From an optimization exercise on the open Yosys and OpenROAD flow, aimed at small area, a short achievable clock period and few clock cycles per item; shortcuts taken in it are not production practice. The RTL was checked by simulation tests, not by an equivalence proof against the original design. Power and IR drop assume default switching activity.

==> flow/design.v <==
`timescale 1ns / 1ps
`default_nettype none
package glu_pkg;
  localparam int unsigned DataW = 64;
  localparam int unsigned WorkW = DataW + 1;
  localparam int unsigned CntW  = 7;
  localparam int unsigned InDataW  = 2 * DataW;
  localparam int unsigned OutDataW = DataW;
  localparam logic OpGcd = 1'b0;
  localparam logic OpLcm = 1'b1;
  localparam int unsigned NumSt = 10;
  localparam int unsigned SIdle = 0;
  localparam int unsigned SSa   = 1;   
  localparam int unsigned SGcd  = 2;   
  localparam int unsigned SGfin = 3;   
  localparam int unsigned SRld  = 4;   
  localparam int unsigned SDiv  = 5;   
  localparam int unsigned SMul  = 6;   
  localparam int unsigned SFill = 7;   
  localparam int unsigned SZero = 8;   
  localparam int unsigned SOut  = 9;
endpackage : glu_pkg
`default_nettype wire
`timescale 1ns / 1ps
`default_nettype none
import glu_pkg::*;
module gcd_lcm_unit_core (
  input  wire logic                clk_i,
  input  wire logic                rst_ni,
  input  wire logic                s_axis_tvalid,
  output      logic                s_axis_tready,
  input  wire logic [glu_pkg::InDataW-1:0]  s_axis_tdata,   
  input  wire logic                s_axis_tuser,   
  output      logic                m_axis_tvalid,
  input  wire logic                m_axis_tready,
  output      logic [glu_pkg::OutDataW-1:0] m_axis_tdata,   
  output      logic                m_axis_tuser    
);
  logic [NumSt-1:0]  st_q, st_d;
  logic [NumSt-1:0]  sd_q;          
  logic [WorkW-1:0]  u_q, u_d;      
  logic [WorkW-1:0]  v_q, v_d;      
  logic [CntW-1:0]   k_q, k_d;      
  logic [CntW-1:0]   c_q, c_d;      
  logic              sb_q, sb_d;    
  logic              mf_q, mf_d;    
  logic              za_q, za_d;    
  logic              zb_q, zb_d;    
  logic              ovf_q, ovf_d;
  logic              lcm_q, lcm_d;  
  logic              sw_q, sw_d;    
  logic [DataW-1:0]  op_a, op_b;
  assign op_a   = s_axis_tdata[DataW-1:0];
  assign op_b   = s_axis_tdata[InDataW-1:DataW];
  logic              a_u, a_v2;               
  logic              b_v, b_a, b_b;           
  logic              inv, cin;
  logic [WorkW-1:0]  add_a, add_b, s;
  logic              sh0;           
  logic              divmode;       
  logic              qbit;
  logic [1:0]        j;
  logic [2:0]        fill;
  logic [WorkW+2:0]  sh_ext;
  logic [WorkW-1:0]  sh;
  logic              u_zero, r_zero;
  logic [WorkW-1:0]  rmask;
  logic              mbit, mul_ovf, mul_last;
  logic [CntW-1:0]   c_dec;
  logic              start;
  assign add_a = ({WorkW{a_u}} & u_q) | ({WorkW{a_v2}} & {v_q[WorkW-2:0], 1'b0});
  assign add_b = ({WorkW{b_v}} & v_q)
               | ({WorkW{b_a}} & {op_a[DataW-1], op_a})
               | ({WorkW{b_b}} & {op_b[DataW-1], op_b});
  assign s = add_a + (add_b ^ {WorkW{inv}}) + {{(WorkW-1){1'b0}}, cin};
  function automatic logic [1:0] tz3(input logic [2:0] x);
    if (x[0])      tz3 = 2'd0;
    else if (x[1]) tz3 = 2'd1;
    else if (x[2]) tz3 = 2'd2;
    else           tz3 = 2'd3;
  endfunction
  logic [2:0] v_mag3, d3;
  assign v_mag3 = v_q[WorkW-1] ? (3'd0 - v_q[2:0]) : v_q[2:0];
  assign d3     = u_q[2:0] - v_mag3;
  always_comb begin
    j = 2'd0;
    if (sd_q[SIdle] || sd_q[SOut]) j = tz3(op_a[2:0]);
    if (sd_q[SRld])  j = sw_q ? tz3(op_b[2:0]) : tz3(op_a[2:0]);
    if (sd_q[SSa])  j = u_q[0] ? tz3(op_b[2:0]) : tz3(u_q[2:0]);
    if (sd_q[SGcd]) j = !u_q[0] ? tz3(u_q[2:0]) : !v_q[0] ? tz3(v_q[2:0]) : tz3(d3);
    if (sd_q[SDiv]) j = u_q[0] ? tz3(d3) : tz3(u_q[2:0]);
  end
  assign fill   = divmode ? {2'b00, qbit} : {3{s[WorkW-1]}};
  assign sh_ext = {fill, s} >> j;
  assign sh     = sh_ext[WorkW-1:0];
  assign rmask  = {WorkW{1'b1}} >> c_q;
  assign r_zero = ((u_q & rmask) == '0);
  function automatic logic [CntW-2:0] hipair(input logic [WorkW:0] x);
    hipair = '0;
    for (int i = 0; i < (WorkW + 1) / 2; i++) begin
      if (x[2*i] | x[2*i+1]) hipair = (CntW-1)'(i);
    end
  endfunction
  logic [CntW-2:0]   hp_a, hp_b, hp_u;
  logic              nz_a, nz_b, gcd_ovf;
  logic              go_q, go_d;
  assign hp_a    = hipair({2'b00, op_a ^ {DataW{op_a[DataW-1]}}});
  assign hp_b    = hipair({2'b00, op_b ^ {DataW{op_b[DataW-1]}}});
  assign hp_u    = hipair({1'b0, u_q});
  assign nz_a    = ((op_a ^ {DataW{op_a[DataW-1]}}) != '0);
  assign nz_b    = ((op_b ^ {DataW{op_b[DataW-1]}}) != '0);
  logic [CntW:0]     lab_q, lab_d;
  assign lab_d   = (nz_a && nz_b) ? ({1'b0, hp_a, 1'b0} + {1'b0, hp_b, 1'b0}) : '0;
  assign gcd_ovf = lab_q >= ({1'b0, hp_u, 1'b0} + {1'b0, k_q} + 8'd66);
  assign u_zero = (u_q == '0);
  assign mbit     = u_q[WorkW-1];
  assign mul_ovf  = (v_q[DataW-1] & !mf_q) | s[WorkW-1];
  assign c_dec    = c_q - CntW'(1);
  assign mul_last = (c_dec == k_q);
  assign m_axis_tvalid = st_q[SOut];
  assign m_axis_tdata  = v_q[DataW-1:0];
  assign m_axis_tuser  = ovf_q;
  assign start = s_axis_tvalid && (sd_q[SIdle] || (sd_q[SOut] && m_axis_tready));
  always_comb begin
    st_d    = sd_q;
    u_d     = u_q;
    v_d     = v_q;
    k_d     = k_q;
    c_d     = c_q;
    sb_d    = sb_q;
    mf_d    = mf_q;
    za_d    = za_q;
    zb_d    = zb_q;
    ovf_d   = ovf_q;
    lcm_d   = lcm_q;
    sw_d    = sw_q;
    a_u     = 1'b0;
    a_v2    = 1'b0;
    b_v     = 1'b0;
    b_a     = 1'b0;
    b_b     = 1'b0;
    inv     = 1'b0;
    cin     = 1'b0;
    sh0     = 1'b0;
    divmode = 1'b0;
    qbit    = 1'b0;
    s_axis_tready = 1'b0;
    if (sd_q[SIdle] || sd_q[SOut]) begin
      b_a = 1'b1;
      inv = op_a[DataW-1];
      cin = op_a[DataW-1];
    end
    if (sd_q[SRld]) begin
      b_a = !sw_q;
      b_b = sw_q;
      inv = sw_q ? op_b[DataW-1] : op_a[DataW-1];
      cin = sw_q ? op_b[DataW-1] : op_a[DataW-1];
    end
    if (sd_q[SSa]) begin
      a_u = !u_q[0];
      b_b = u_q[0];
    end
    if (sd_q[SGcd]) begin
      a_u = !u_q[0] | v_q[0];
      b_v = u_q[0];
      inv = u_q[0] & v_q[0] & !v_q[WorkW-1];
      cin = u_q[0] & v_q[0] & !v_q[WorkW-1];
    end
    if (sd_q[SDiv]) begin
      a_u = 1'b1;
      b_v = u_q[0];
      inv = u_q[0] & !v_q[WorkW-1];
      cin = u_q[0] & !v_q[WorkW-1];
    end
    if (sd_q[SGfin]) begin
      sh0  = 1'b1;
      b_v  = v_q[WorkW-1];
      a_v2 = !v_q[WorkW-1];
      inv  = v_q[WorkW-1];
      cin  = v_q[WorkW-1];
    end
    if (sd_q[SFill]) begin
      sh0 = 1'b1;
      inv = 1'b1;
    end
    if (sd_q[SMul]) begin
      sh0  = 1'b1;
      a_v2 = !mf_q;
      b_b  = mbit & !sw_q;
      b_a  = mbit & sw_q;
      inv  = mbit & (sw_q ? op_a[DataW-1] : op_b[DataW-1]);
      cin  = mbit & (sw_q ? op_a[DataW-1] : op_b[DataW-1]);
    end
    if (sd_q[SZero]) begin
      sh0 = 1'b1;
      if (lcm_q == OpGcd) begin
        b_a = !za_q;
        b_b = za_q;
        inv = za_q ? op_b[DataW-1] : op_a[DataW-1];
        cin = inv;
      end
    end
    if (sd_q[SRld] || sd_q[SDiv]) begin
      divmode = 1'b1;
      qbit    = u_q[0] & sd_q[SDiv];
    end
    if (sd_q[SIdle] || sd_q[SOut]) begin
      if (sd_q[SIdle] || m_axis_tready) begin
        st_d = '0;
        st_d[SIdle] = 1'b1;
      end
      if (start) begin
        u_d   = sh;
        k_d   = CntW'(j);
        za_d  = (op_a == '0);
        zb_d  = (op_b == '0);
        ovf_d = 1'b0;
        lcm_d = s_axis_tuser;
        sw_d  = (hp_b < hp_a);
        st_d  = '0;
        st_d[SSa] = 1'b1;
      end
    end
    if (sd_q[SSa]) begin
      if (za_q || zb_q) begin
        st_d = '0;
        st_d[SZero] = 1'b1;
      end else if (!u_q[0]) begin
        u_d = sh;
        k_d = k_q + CntW'(j);
      end else begin
        v_d  = sh;
        c_d  = CntW'(j);
        sb_d = 1'b1;
        st_d = '0;
        st_d[SGcd] = 1'b1;
      end
    end
    if (sd_q[SZero]) begin
      v_d           = sh;
      s_axis_tready = 1'b1;
      st_d          = '0;
      st_d[SOut]    = 1'b1;
    end
    if (sd_q[SGcd]) begin
      if (u_zero) begin
        st_d = '0;
        if (lcm_q == OpLcm) begin
          st_d[SRld] = 1'b1;
        end else if (!v_q[WorkW-1] && k_q == '0) begin
          s_axis_tready = 1'b1;
          st_d[SOut]    = 1'b1;
        end else begin
          st_d[SGfin] = 1'b1;
        end
      end else if (!u_q[0]) begin
        u_d = sh;
      end else if (!v_q[0]) begin
        v_d = sh;
        if (sb_q) c_d = c_q + CntW'(j);
      end else begin
        if (s[WorkW-1]) v_d = sh;
        else            u_d = sh;
        if (sb_q) begin
          sb_d = 1'b0;
          if (c_q < k_q) k_d = c_q;
        end
      end
    end
    go_d = sd_q[SGcd] && !u_zero && lcm_q == OpLcm && gcd_ovf;
    if (sd_q[SGcd] && go_q) begin
      st_d = '0;
      st_d[SFill] = 1'b1;
    end
    if (sd_q[SGfin]) begin
      v_d = sh;
      if (!v_q[WorkW-1]) k_d = k_q - CntW'(1);
      if (v_q[WorkW-1] ? (k_q == '0) : (k_q == CntW'(1))) begin
        s_axis_tready = 1'b1;
        st_d          = '0;
        st_d[SOut]    = 1'b1;
      end
    end
    if (sd_q[SRld]) begin
      u_d  = sh;
      c_d  = CntW'(j);
      st_d = '0;
      st_d[SDiv] = 1'b1;
    end
    if (sd_q[SDiv]) begin
      if (r_zero) begin
        mf_d = 1'b1;
        st_d = '0;
        st_d[SMul] = 1'b1;
      end else begin
        u_d = sh;
        c_d = c_q + CntW'(j);
      end
    end
    if (sd_q[SMul]) begin
      v_d   = sh | {WorkW{mul_ovf}};
      ovf_d = mul_ovf;
      u_d   = {u_q[WorkW-2:0], 1'b0};
      c_d   = c_dec;
      mf_d  = 1'b0;
      if (mul_last) begin
        s_axis_tready = 1'b1;
        st_d          = '0;
        st_d[SOut]    = 1'b1;
      end else if (mul_ovf) begin
        st_d = '0;
        st_d[SFill] = 1'b1;
      end
    end
    if (sd_q[SFill]) begin
      v_d           = sh;
      ovf_d         = 1'b1;
      s_axis_tready = 1'b1;
      st_d          = '0;
      st_d[SOut]    = 1'b1;
    end
  end
  always_ff @(posedge clk_i or negedge rst_ni) begin
    if (!rst_ni) begin
      st_q <= NumSt'(1) << SIdle;
    end else begin
      st_q <= st_d;
    end
  end
  always_ff @(posedge clk_i) begin
    if (!rst_ni) sd_q <= NumSt'(1) << SIdle;
    else         sd_q <= st_d;
  end
  always_ff @(posedge clk_i) begin
    u_q   <= u_d;
    v_q   <= v_d;
    k_q   <= k_d;
    c_q   <= c_d;
    sb_q  <= sb_d;
    mf_q  <= mf_d;
    za_q  <= za_d;
    zb_q  <= zb_d;
    ovf_q <= ovf_d;
    lcm_q <= lcm_d;
    if (start) lab_q <= lab_d;
    sw_q  <= sw_d;
    go_q  <= go_d;
  end
endmodule
`default_nettype wire
==> flow/config.mk <==
export PLATFORM = sky130hd
export DESIGN_NAME = gcd_lcm_unit_core
export DESIGN_NICKNAME = gcd_lcm_unit_core
export VERILOG_FILES = /design/flow/design.v
export SDC_FILE = /design/flow/constraint.sdc
export NUM_CORES = 4
export LEC_CHECK = 0
export CAP_MARGIN = 20
export CORE_MARGIN = 2
export CORE_UTILIZATION = 40
export SLEW_MARGIN = 20
==> flow/constraint.sdc <==
create_clock -name core_clock -period 6.0 [get_ports {clk_i}]
set_input_delay 1.2000 -clock core_clock [delete_from_list [all_inputs] [get_ports {clk_i}]]
set_output_delay 1.2000 -clock core_clock [all_outputs]
set_load 0.01 [all_outputs]
run.sh (not shown) runs the stock make flow with config.mk's settings and CLKGATE_MAP_FILE= SYNTH_SCRIPT=/design/flow/synth_recipe.tcl, a recipe that flattens the netlist after the stock synthesis.
Testbench counts at the start, summed over its fixed seeds: cycles 24,370, items 960.
Then changed:
--- a/flow/design.v
+++ b/flow/design.v
@@ -113,6 +113,8 @@
   assign lab_d   = (nz_a && nz_b) ? ({1'b0, hp_a, 1'b0} + {1'b0, hp_b, 1'b0}) : '0;
   assign gcd_ovf = lab_q >= ({1'b0, hp_u, 1'b0} + {1'b0, k_q} + 8'd66);
   assign u_zero = (u_q == '0);
+  logic              g_done;
+  assign g_done = u_zero || (!sb_q && (v_q == WorkW'(1) || v_q == '1));
   assign mbit     = u_q[WorkW-1];
   assign mul_ovf  = (v_q[DataW-1] & !mf_q) | s[WorkW-1];
   assign c_dec    = c_q - CntW'(1);
@@ -243,16 +245,10 @@
       st_d[SOut]    = 1'b1;
     end
     if (sd_q[SGcd]) begin
-      if (u_zero) begin
+      if (g_done) begin
         st_d = '0;
-        if (lcm_q == OpLcm) begin
-          st_d[SRld] = 1'b1;
-        end else if (!v_q[WorkW-1] && k_q == '0) begin
-          s_axis_tready = 1'b1;
-          st_d[SOut]    = 1'b1;
-        end else begin
-          st_d[SGfin] = 1'b1;
-        end
+        if (lcm_q == OpLcm) st_d[SRld]  = 1'b1;
+        else                st_d[SGfin] = 1'b1;
       end else if (!u_q[0]) begin
         u_d = sh;
       end else if (!v_q[0]) begin
@@ -273,9 +269,9 @@
       st_d[SFill] = 1'b1;
     end
     if (sd_q[SGfin]) begin
-      v_d = sh;
+      if (v_q[WorkW-1] || k_q != '0) v_d = sh;
       if (!v_q[WorkW-1]) k_d = k_q - CntW'(1);
-      if (v_q[WorkW-1] ? (k_q == '0) : (k_q == CntW'(1))) begin
+      if (v_q[WorkW-1] ? (k_q == '0) : (k_q <= CntW'(1))) begin
         s_axis_tready = 1'b1;
         st_d          = '0;
         st_d[SOut]    = 1'b1;
Sequential share of layout area climbs by 0.44 points.
Routed wire length climbs by a few percent.
Die area climbs by a few percent.
Setup slack gets better by 0.080 ns.
Synthesized area climbs by a few percent.
Sequential cell count does not change.
Hold slack gets worse by 0.046 ns.
Global-route usage hardly moves.
Sequential power stays flat.
Testbench counts after the change, summed over its fixed seeds: cycles 23,514, items 960.

==> separate check: timing with driven ports <==
The results above use ideal ports. As a check the final layouts listed here were re-extracted and re-timed, cells and wires unchanged. Step 1: set_driving_cell puts a clkbuf_16 on clk_i and a buf_2 on each other input, an assumption about the parent block. Step 2 also shifts input and output timing later by t, the mid clock arrival at the registers, as if the neighbouring blocks saw the same clock. Three values: no drivers, after step 1, after step 2; two values: the first two.
run | shift t [ns] | setup WS [ns] | hold WS [ns] | cell pins on the clock port's net
the first run | 0.516 | 0.067 / 0.080 / -0.436 | 0.514 / 0.514 / 0.514 | 1
the second run | 0.500 | 0.147 / 0.161 / -0.340 | 0.468 / 0.468 / 0.468 | 1
Met with ideal ports but missed after step 2: setup timing in the first run and the second run. For the first run, which loses most, drivers alone change the setup slack by +0.013 ns; drivers and shift together by -0.503 ns.
